Source: an optimization exercise on an open RTL-to-GDS flow (aim: small area, a short achievable clock period and few clock cycles per item). Production flows keep margins and buffers that such runs may drop.
In this exercise RTL edits were held to simulation tests only and were not proved equivalent to the original.
Power figures rest on the tool's default switching activity, not on a simulated workload.

Setup of willow:
==> flow/design.v <==
package terq_pkg;
    typedef enum logic [2:0] {
        ST_PUSHED   = 3'd0,
        ST_DROPPED  = 3'd1,
        ST_EMPTY    = 3'd2,
        ST_WAIT     = 3'd3,
        ST_RELEASED = 3'd4
    } t_status;
    typedef struct packed {
        logic signed [31:0] stamp;
        logic               is_reset;
        logic        [31:0] payload;
    } t_entry;
    localparam logic [30:0] DELAY_MAX = 31'h7FFF_FFFF;
endpackage
module timed_event_replay_queue #(
    parameter int QUEUE_DEPTH = 16
) (
    input  logic               i_clk,
    input  logic               i_rst_n,
    input  logic               i_start,
    output logic               o_busy,
    input  logic               i_action,
    input  logic signed [31:0] i_now_time,
    input  logic signed [31:0] i_event_stamp,
    input  logic               i_event_is_reset,
    input  logic        [31:0] i_event_payload,
    output logic               o_valid,
    output logic        [2:0]  o_status,
    output logic        [30:0] o_wait_delay,
    output logic signed [31:0] o_out_stamp,
    output logic               o_out_is_reset,
    output logic        [31:0] o_out_payload
);
    localparam int MEM_DEPTH = QUEUE_DEPTH;
    localparam int MEM_MAX   = QUEUE_DEPTH - 1;    
    localparam int MCNT_W    = $clog2(MEM_MAX + 1);
    localparam logic [MCNT_W-1:0] MEM_FULL = MCNT_W'(MEM_MAX);
    assign o_busy = 1'b0;
    logic        r_in_valid;
    logic        r_in_action;
    logic [31:0] r_in_now;
    logic [31:0] r_in_ela;       
    logic        r_in_drop;      
    logic [64:0]          r_head;             
    logic                 r_hv;               
    logic [64:0]          mem [MEM_DEPTH];
    logic [MEM_DEPTH-1:0] r_rd;               
    logic [MEM_DEPTH-1:0] r_wr;               
    logic [MCNT_W-1:0]    r_mc;               
    logic [31:0]          r_ms, r_tb, r_off;
    logic                 r_ms_set, r_tb_set;
    wire [31:0] h_stamp = r_head[64:33];
    wire        h_isr   = r_head[32];
    logic [64:0] mem_rd;
    always_comb begin
        mem_rd = '0;
        for (int i = 0; i < MEM_DEPTH; i++) mem_rd = mem_rd | (r_rd[i] ? mem[i] : 65'd0);
    end
    wire mem_any  = (r_mc != '0);
    wire [MCNT_W-1:0] mc_inc = r_mc + 1'b1;
    wire [MCNT_W-1:0] mc_dec = r_mc - 1'b1;
    wire not_full = !r_hv || (r_mc != MEM_FULL);
    wire do_poll = r_in_valid && r_in_action && r_hv;
    wire [31:0] now = r_in_now;
    wire [31:0] ela = r_in_ela;               
    wire [31:0] dm1 = ela + ~r_off;           
    wire off_le0 = r_off[31] || (r_off == 32'd0);
    wire signed [31:0] ela_s = ela;
    wire signed [31:0] off_s = r_off;
    wire due_set = ela_s >= off_s;
    wire due     = r_ms_set ? due_set : off_le0;
    wire [31:0] wdel  = r_ms_set ? ~dm1 : r_off;
    wire        sat   = r_ms_set && !r_off[31] && ela[31] && wdel[31];
    wire [30:0] delay = sat ? 31'h7FFF_FFFF : wdel[30:0];
    wire now_pos   = !now[31] && (now != 32'd0);
    wire stamp_pos = !h_stamp[31] && (h_stamp != 32'd0);
    wire release_h = do_poll && due;
    wire rebase    = release_h && h_isr;
    wire cap_ms    = do_poll && (!r_ms_set || rebase);
    wire cap_tb    = do_poll && (!r_tb_set || rebase);
    wire load_head = (release_h || !r_hv) && mem_any;
    wire [31:0] x         = mem_rd[64:33];
    wire [31:0] x_tb      = x - r_tb;
    wire [31:0] x_h       = x - h_stamp;
    wire        tb_from_h = r_hv && (!r_tb_set || h_isr);
    wire        tb_set_nx = tb_from_h ? stamp_pos : r_tb_set;
    wire [31:0] ela_new = i_now_time - now;
    wire [31:0] ela_old = i_now_time - r_ms;
    wire push_in = i_start && !i_action;
    wire room    = not_full || release_h;
    wire push_ok = push_in && room;
    always_ff @(posedge i_clk) begin
        if (!i_rst_n) r_in_valid <= 1'b0;
        else          r_in_valid <= i_start;
    end
    always_ff @(posedge i_clk) begin
        r_in_action <= i_action;
        r_in_now    <= i_now_time;
        r_in_ela    <= (ela_new & {32{cap_ms}}) | (ela_old & {32{!cap_ms}});
        r_in_drop   <= !room;
    end
    always_ff @(posedge i_clk) begin
        if (!i_rst_n) begin
            r_hv     <= 1'b0;
            r_rd     <= MEM_DEPTH'(1);
            r_wr     <= MEM_DEPTH'(1);
            r_mc     <= '0;
            r_ms_set <= 1'b0;
            r_tb_set <= 1'b0;
        end else begin
            if (load_head)      r_hv <= 1'b1;
            else if (release_h) r_hv <= 1'b0;
            if (load_head) r_rd <= {r_rd[MEM_DEPTH-2:0], r_rd[MEM_DEPTH-1]};
            if (push_ok)   r_wr <= {r_wr[MEM_DEPTH-2:0], r_wr[MEM_DEPTH-1]};
            r_mc <= (mc_inc & {MCNT_W{push_ok && !load_head}})
                  | (mc_dec & {MCNT_W{load_head && !push_ok}})
                  | (r_mc   & {MCNT_W{push_ok == load_head}});
            if (cap_ms) r_ms_set <= now_pos;
            if (cap_tb) r_tb_set <= stamp_pos;
        end
    end
    always_ff @(posedge i_clk) begin
        if (cap_ms) r_ms <= now;
        if (cap_tb) r_tb <= h_stamp;
        if (load_head) begin
            r_head <= mem_rd;
            r_off  <= !tb_set_nx ? 32'd0 : tb_from_h ? x_h : x_tb;
        end
    end
    wire [64:0] in_entry = {i_event_stamp, i_event_is_reset, i_event_payload};
    always_ff @(posedge i_clk) begin
        for (int i = 0; i < MEM_DEPTH; i++) begin
            if (push_in && r_wr[i]) mem[i] <= in_entry;
        end
    end
    logic        r_out_valid;
    logic [2:0]  r_out_status;
    logic [30:0] r_out_delay;
    logic [64:0] r_out_entry;
    always_ff @(posedge i_clk) begin
        if (!i_rst_n) r_out_valid <= 1'b0;
        else          r_out_valid <= r_in_valid;
    end
    always_ff @(posedge i_clk) begin
        if (!r_in_action)  r_out_status <= r_in_drop ? terq_pkg::ST_DROPPED : terq_pkg::ST_PUSHED;
        else if (!r_hv)    r_out_status <= terq_pkg::ST_EMPTY;
        else               r_out_status <= due ? terq_pkg::ST_RELEASED : terq_pkg::ST_WAIT;
        r_out_delay <= (r_in_action && r_hv && !due) ? delay : 31'd0;
        r_out_entry <= (r_in_action && r_hv) ? r_head : 65'd0;
    end
    assign o_valid        = r_out_valid;
    assign o_status       = r_out_status;
    assign o_wait_delay   = r_out_delay;
    assign o_out_stamp    = r_out_entry[64:33];
    assign o_out_is_reset = r_out_entry[32];
    assign o_out_payload  = r_out_entry[31:0];
endmodule
clock: 9.0 ns
lec_check: 0
cap_margin: 20
core_margin: 2
core_utilization: 65
cts_buf_list: sky130_fd_sc_hd__clkbuf_8
cts_cluster_diameter: 150
cts_cluster_size: 14
setup_slack_margin: 5
slew_margin: 20
tns_end_percent: 2
standard.sh (not shown) runs the stock make flow with config.mk's settings and CLKGATE_MAP_FILE= SYNTH_SCRIPT=/design/flow/synth_recipe.tcl, a recipe that flattens the netlist after the stock synthesis.
==> flow/flow/run.sh <==
#!/bin/bash
# The standard layout, with buf_2 cells as the port buffers (the standard flow's
# buffer_ports picks a slow delay buffer). Everything else is the standard.sh.
set -euo pipefail
export BUFFER_PORTS_ARGS="-buffer_cell sky130_fd_sc_hd__buf_2"
bash standard.sh > standard.log 2>&1
Testbench counts of willow, summed over its fixed seeds: cycles 16,016, items 16,000.
The following lists how sierra was set up differently from willow:
--- a/flow/design.v
+++ b/flow/design.v
@@ -147,10 +147,10 @@
         else if (!r_hv)    r_out_status <= terq_pkg::ST_EMPTY;
         else               r_out_status <= due ? terq_pkg::ST_RELEASED : terq_pkg::ST_WAIT;
-        r_out_delay <= (r_in_action && r_hv && !due) ? delay : 31'd0;
+        r_out_delay <= (r_in_action && r_hv) ? delay : 31'd0;    
         r_out_entry <= (r_in_action && r_hv) ? r_head : 65'd0;
     end
     assign o_valid        = r_out_valid;
     assign o_status       = r_out_status;
-    assign o_wait_delay   = r_out_delay;
+    assign o_wait_delay   = r_out_status[2] ? 31'd0 : r_out_delay;
     assign o_out_stamp    = r_out_entry[64:33];
     assign o_out_is_reset = r_out_entry[32];
[summary]
willow → sierra: part of the cycle the worst path needs down 1.0 points, number of clock-tree buffers in the layout went down by 1, cell area after placement held, detailed-route wire length on metal 1 saw an increase. Final critical-path setup slack on sierra is up relative to willow. When the final numbers for willow and sierra were put side by side, the maximum frequency turned out to be greater in sierra. Side by side, met2 usage in global routing turned out lower in sierra than in willow. Comparing maximum fanout count along the critical path for willow and sierra, the bigger number came from willow. Compared sierra against willow; die area within noise. sierra gives less number of resized instances in the post-cts repair step than willow did. Max leakage power summed over all cells across willow and sierra: willow. sierra -> willow: count of flip-flops with a built-in enable after synthesis delta 0, exact match. Higher core occupancy in the finished layout was reported by willow, not sierra. sierra vs willow — routed wire length dropped about 1.6%.
Testbench counts of sierra, summed over its fixed seeds: cycles 16,016, items 16,000.

========
RTL: one of the versions met above, not the one the previous note started from.
==> flow/design.v (excerpt) <==
module timed_event_replay_queue #(
    parameter int QUEUE_DEPTH = 16
) (
    input  logic               i_clk,
    input  logic               i_rst_n,
    input  logic               i_start,
    output logic               o_busy,
    input  logic               i_action,
    input  logic signed [31:0] i_now_time,
    input  logic signed [31:0] i_event_stamp,
    input  logic               i_event_is_reset,
    input  logic        [31:0] i_event_payload,
    output logic               o_valid,
    output logic        [2:0]  o_status,
    output logic        [30:0] o_wait_delay,
    output logic signed [31:0] o_out_stamp,
    output logic               o_out_is_reset,
    output logic        [31:0] o_out_payload
);
==> module timed_event_replay_queue, before the edit <==
module timed_event_replay_queue #(
    parameter int QUEUE_DEPTH = 16
) (
    input  logic               i_clk,
    input  logic               i_rst_n,
    input  logic               i_start,
    output logic               o_busy,
    input  logic               i_action,
    input  logic signed [31:0] i_now_time,
    input  logic signed [31:0] i_event_stamp,
    input  logic               i_event_is_reset,
    input  logic        [31:0] i_event_payload,
    output logic               o_valid,
    output logic        [2:0]  o_status,
    output logic        [30:0] o_wait_delay,
    output logic signed [31:0] o_out_stamp,
    output logic               o_out_is_reset,
    output logic        [31:0] o_out_payload
);
    localparam int MEM_DEPTH = QUEUE_DEPTH;
    localparam int MEM_MAX   = QUEUE_DEPTH - 1;    
    localparam int MCNT_W    = $clog2(MEM_MAX + 1);
    localparam logic [MCNT_W-1:0] MEM_FULL = MCNT_W'(MEM_MAX);
    assign o_busy = 1'b0;
    logic        r_in_valid;
    logic        r_in_action;
    logic [31:0] r_in_now;
    logic [31:0] r_in_ela;       
    logic        r_in_drop;      
    logic [64:0]          r_head;             
    logic                 r_hv;               
    logic [64:0]          mem [MEM_DEPTH];
    logic [MEM_DEPTH-1:0] r_rd;               
    logic [MEM_DEPTH-1:0] r_wr;               
    logic [MCNT_W-1:0]    r_mc;               
    logic [31:0]          r_ms, r_tb, r_off;
    logic                 r_ms_set, r_tb_set;
    wire [31:0] h_stamp = r_head[64:33];
    wire        h_isr   = r_head[32];
    logic [64:0] mem_rd;
    always_comb begin
        mem_rd = '0;
        for (int i = 0; i < MEM_DEPTH; i++) mem_rd = mem_rd | (r_rd[i] ? mem[i] : 65'd0);
    end
    wire mem_any  = (r_mc != '0);
    wire [MCNT_W-1:0] mc_inc = r_mc + 1'b1;
    wire [MCNT_W-1:0] mc_dec = r_mc - 1'b1;
    wire not_full = !r_hv || (r_mc != MEM_FULL);
    wire do_poll = r_in_valid && r_in_action && r_hv;
    wire [31:0] now = r_in_now;
    wire [31:0] ela = r_in_ela;               
    wire [31:0] dm1 = ela + ~r_off;           
    wire off_le0 = r_off[31] || (r_off == 32'd0);
    wire signed [31:0] ela_s = ela;
    wire signed [31:0] off_s = r_off;
    wire due_set = ela_s >= off_s;
    wire due     = r_ms_set ? due_set : off_le0;
    wire [31:0] wdel  = r_ms_set ? ~dm1 : r_off;
    wire        sat   = r_ms_set && !r_off[31] && ela[31] && wdel[31];
    wire [30:0] delay = sat ? 31'h7FFF_FFFF : wdel[30:0];
    wire now_pos   = !now[31] && (now != 32'd0);
    wire stamp_pos = !h_stamp[31] && (h_stamp != 32'd0);
    wire release_h = do_poll && due;
    wire rebase    = release_h && h_isr;
    wire cap_ms    = do_poll && (!r_ms_set || rebase);
    wire cap_tb    = do_poll && (!r_tb_set || rebase);
    wire load_head = (release_h || !r_hv) && mem_any;
    wire [31:0] x         = mem_rd[64:33];
    wire [31:0] x_tb      = x - r_tb;
    wire [31:0] x_h       = x - h_stamp;
    wire        tb_from_h = r_hv && (!r_tb_set || h_isr);
    wire        tb_set_nx = tb_from_h ? stamp_pos : r_tb_set;
    wire [31:0] ela_new = i_now_time - now;
    wire [31:0] ela_old = i_now_time - r_ms;
    wire push_in = i_start && !i_action;
    wire room    = not_full || release_h;
    wire push_ok = push_in && room;
    always_ff @(posedge i_clk) begin
        if (!i_rst_n) r_in_valid <= 1'b0;
        else          r_in_valid <= i_start;
    end
    always_ff @(posedge i_clk) begin
        r_in_action <= i_action;
        r_in_now    <= i_now_time;
        r_in_ela    <= (ela_new & {32{cap_ms}}) | (ela_old & {32{!cap_ms}});
        r_in_drop   <= !room;
    end
    always_ff @(posedge i_clk) begin
        if (!i_rst_n) begin
            r_hv     <= 1'b0;
            r_rd     <= MEM_DEPTH'(1);
            r_wr     <= MEM_DEPTH'(1);
            r_mc     <= '0;
            r_ms_set <= 1'b0;
            r_tb_set <= 1'b0;
        end else begin
            if (load_head)      r_hv <= 1'b1;
            else if (release_h) r_hv <= 1'b0;
            if (load_head) r_rd <= {r_rd[MEM_DEPTH-2:0], r_rd[MEM_DEPTH-1]};
            if (push_ok)   r_wr <= {r_wr[MEM_DEPTH-2:0], r_wr[MEM_DEPTH-1]};
            r_mc <= (mc_inc & {MCNT_W{push_ok && !load_head}})
                  | (mc_dec & {MCNT_W{load_head && !push_ok}})
                  | (r_mc   & {MCNT_W{push_ok == load_head}});
            if (cap_ms) r_ms_set <= now_pos;
            if (cap_tb) r_tb_set <= stamp_pos;
        end
    end
    always_ff @(posedge i_clk) begin
        if (cap_ms) r_ms <= now;
        if (cap_tb) r_tb <= h_stamp;
        if (load_head) begin
            r_head <= mem_rd;
            r_off  <= !tb_set_nx ? 32'd0 : tb_from_h ? x_h : x_tb;
        end
    end
    wire [64:0] in_entry = {i_event_stamp, i_event_is_reset, i_event_payload};
    always_ff @(posedge i_clk) begin
        for (int i = 0; i < MEM_DEPTH; i++) begin
            if (push_in && r_wr[i]) mem[i] <= in_entry;
        end
    end
    logic        r_out_valid;
    logic [2:0]  r_out_status;
    logic [30:0] r_out_delay;
    logic [64:0] r_out_entry;
    always_ff @(posedge i_clk) begin
        if (!i_rst_n) r_out_valid <= 1'b0;
        else          r_out_valid <= r_in_valid;
    end
    always_ff @(posedge i_clk) begin
        if (!r_in_action)  r_out_status <= r_in_drop ? terq_pkg::ST_DROPPED : terq_pkg::ST_PUSHED;
        else if (!r_hv)    r_out_status <= terq_pkg::ST_EMPTY;
        else               r_out_status <= due ? terq_pkg::ST_RELEASED : terq_pkg::ST_WAIT;
        r_out_delay <= (r_in_action && r_hv) ? delay : 31'd0;    
        r_out_entry <= (r_in_action && r_hv) ? r_head : 65'd0;
    end
    assign o_valid        = r_out_valid;
    assign o_status       = r_out_status;
    assign o_wait_delay   = r_out_status[2] ? 31'd0 : r_out_delay;
    assign o_out_stamp    = r_out_entry[64:33];
    assign o_out_is_reset = r_out_entry[32];
    assign o_out_payload  = r_out_entry[31:0];
endmodule
clock: 9.0 ns
lec_check: 0
cap_margin: 20
core_margin: 2
core_utilization: 65
cts_buf_list: sky130_fd_sc_hd__clkbuf_8
cts_cluster_diameter: 150
cts_cluster_size: 14
place_density: 0.8
setup_slack_margin: 5
slew_margin: 20
tns_end_percent: 2
Scripts as last shown in full above: flow/flow/run.sh
Testbench counts at the start, summed over its fixed seeds: cycles 16,016, items 16,000.
Rerun with:
--- a/flow/design.v
+++ b/flow/design.v
@@ -29,13 +29,13 @@
     output logic        [2:0]  o_status,
     output logic        [30:0] o_wait_delay,
     output logic signed [31:0] o_out_stamp,
     output logic               o_out_is_reset,
     output logic        [31:0] o_out_payload
 );
-    localparam int MEM_DEPTH = QUEUE_DEPTH;
+    localparam int MEM_DEPTH = QUEUE_DEPTH - 1;
     localparam int MEM_MAX   = QUEUE_DEPTH - 1;    
     localparam int MCNT_W    = $clog2(MEM_MAX + 1);
     localparam logic [MCNT_W-1:0] MEM_FULL = MCNT_W'(MEM_MAX);
     assign o_busy = 1'b0;
     logic        r_in_valid;
     logic        r_in_action;
@@ -128,13 +128,13 @@
             r_off  <= !tb_set_nx ? 32'd0 : tb_from_h ? x_h : x_tb;
         end
     end
     wire [64:0] in_entry = {i_event_stamp, i_event_is_reset, i_event_payload};
     always_ff @(posedge i_clk) begin
         for (int i = 0; i < MEM_DEPTH; i++) begin
-            if (push_in && r_wr[i]) mem[i] <= in_entry;
+            if (push_in && r_wr[i] && room) mem[i] <= in_entry;
         end
     end
     logic        r_out_valid;
     logic [2:0]  r_out_status;
     logic [30:0] r_out_delay;
     logic [64:0] r_out_entry;
Worst setup slack got worse by 20 ps; via count increases by 0.31%; design area decreases by 2.0%; combinational power hardly moves; critical path depth increases by 1; final cell count decreases by 0.97%.
Testbench counts after the change, summed over its fixed seeds: cycles 16,016, items 16,000.

-- afterwards: timing with drivers on the ports --
In the flow no input, the clock included, has a driving cell. The finished layouts below were timed again as built, in two steps.
Step 1: set_driving_cell puts a clkbuf_16 on i_clk and a buf_2 on each other input, an assumption about the parent block.
Step 2 times the ports against the registers' clock, not the clock port: input delays grow and output delays shrink by t, the midpoint of the rising clock arrivals with the driver on.
a / b / c = no drivers / after step 1 / after step 2; a / b = the first two.
| run | t (ns) | setup slack, ns | worst setup path at the end | worst register clock-pin slew, ns | worst data-port slew with drivers (ns) |
|---|---|---|---|---|---|
| willow | 0.848 | 4.890 / 4.890 / 4.162 | input to register | 0.11 / 0.11 | 0.16 |
| sierra | 0.850 | 4.983 / 4.983 / 4.267 | input to register | 0.11 / 0.11 | 0.13 |
| the first run of note 2 | 0.843 | 4.982 / 4.982 / 4.244 | input to register | 0.11 / 0.11 | 0.14 |
| the second run of note 2 | 0.816 | 4.962 / 4.962 / 4.272 | input to register | 0.12 / 0.12 | 0.17 |
After both steps every run listed still meets setup and hold. The setup slack of the first run of note 2, which loses most, moves by 0.000 ns with the drivers and by -0.738 ns with both steps.
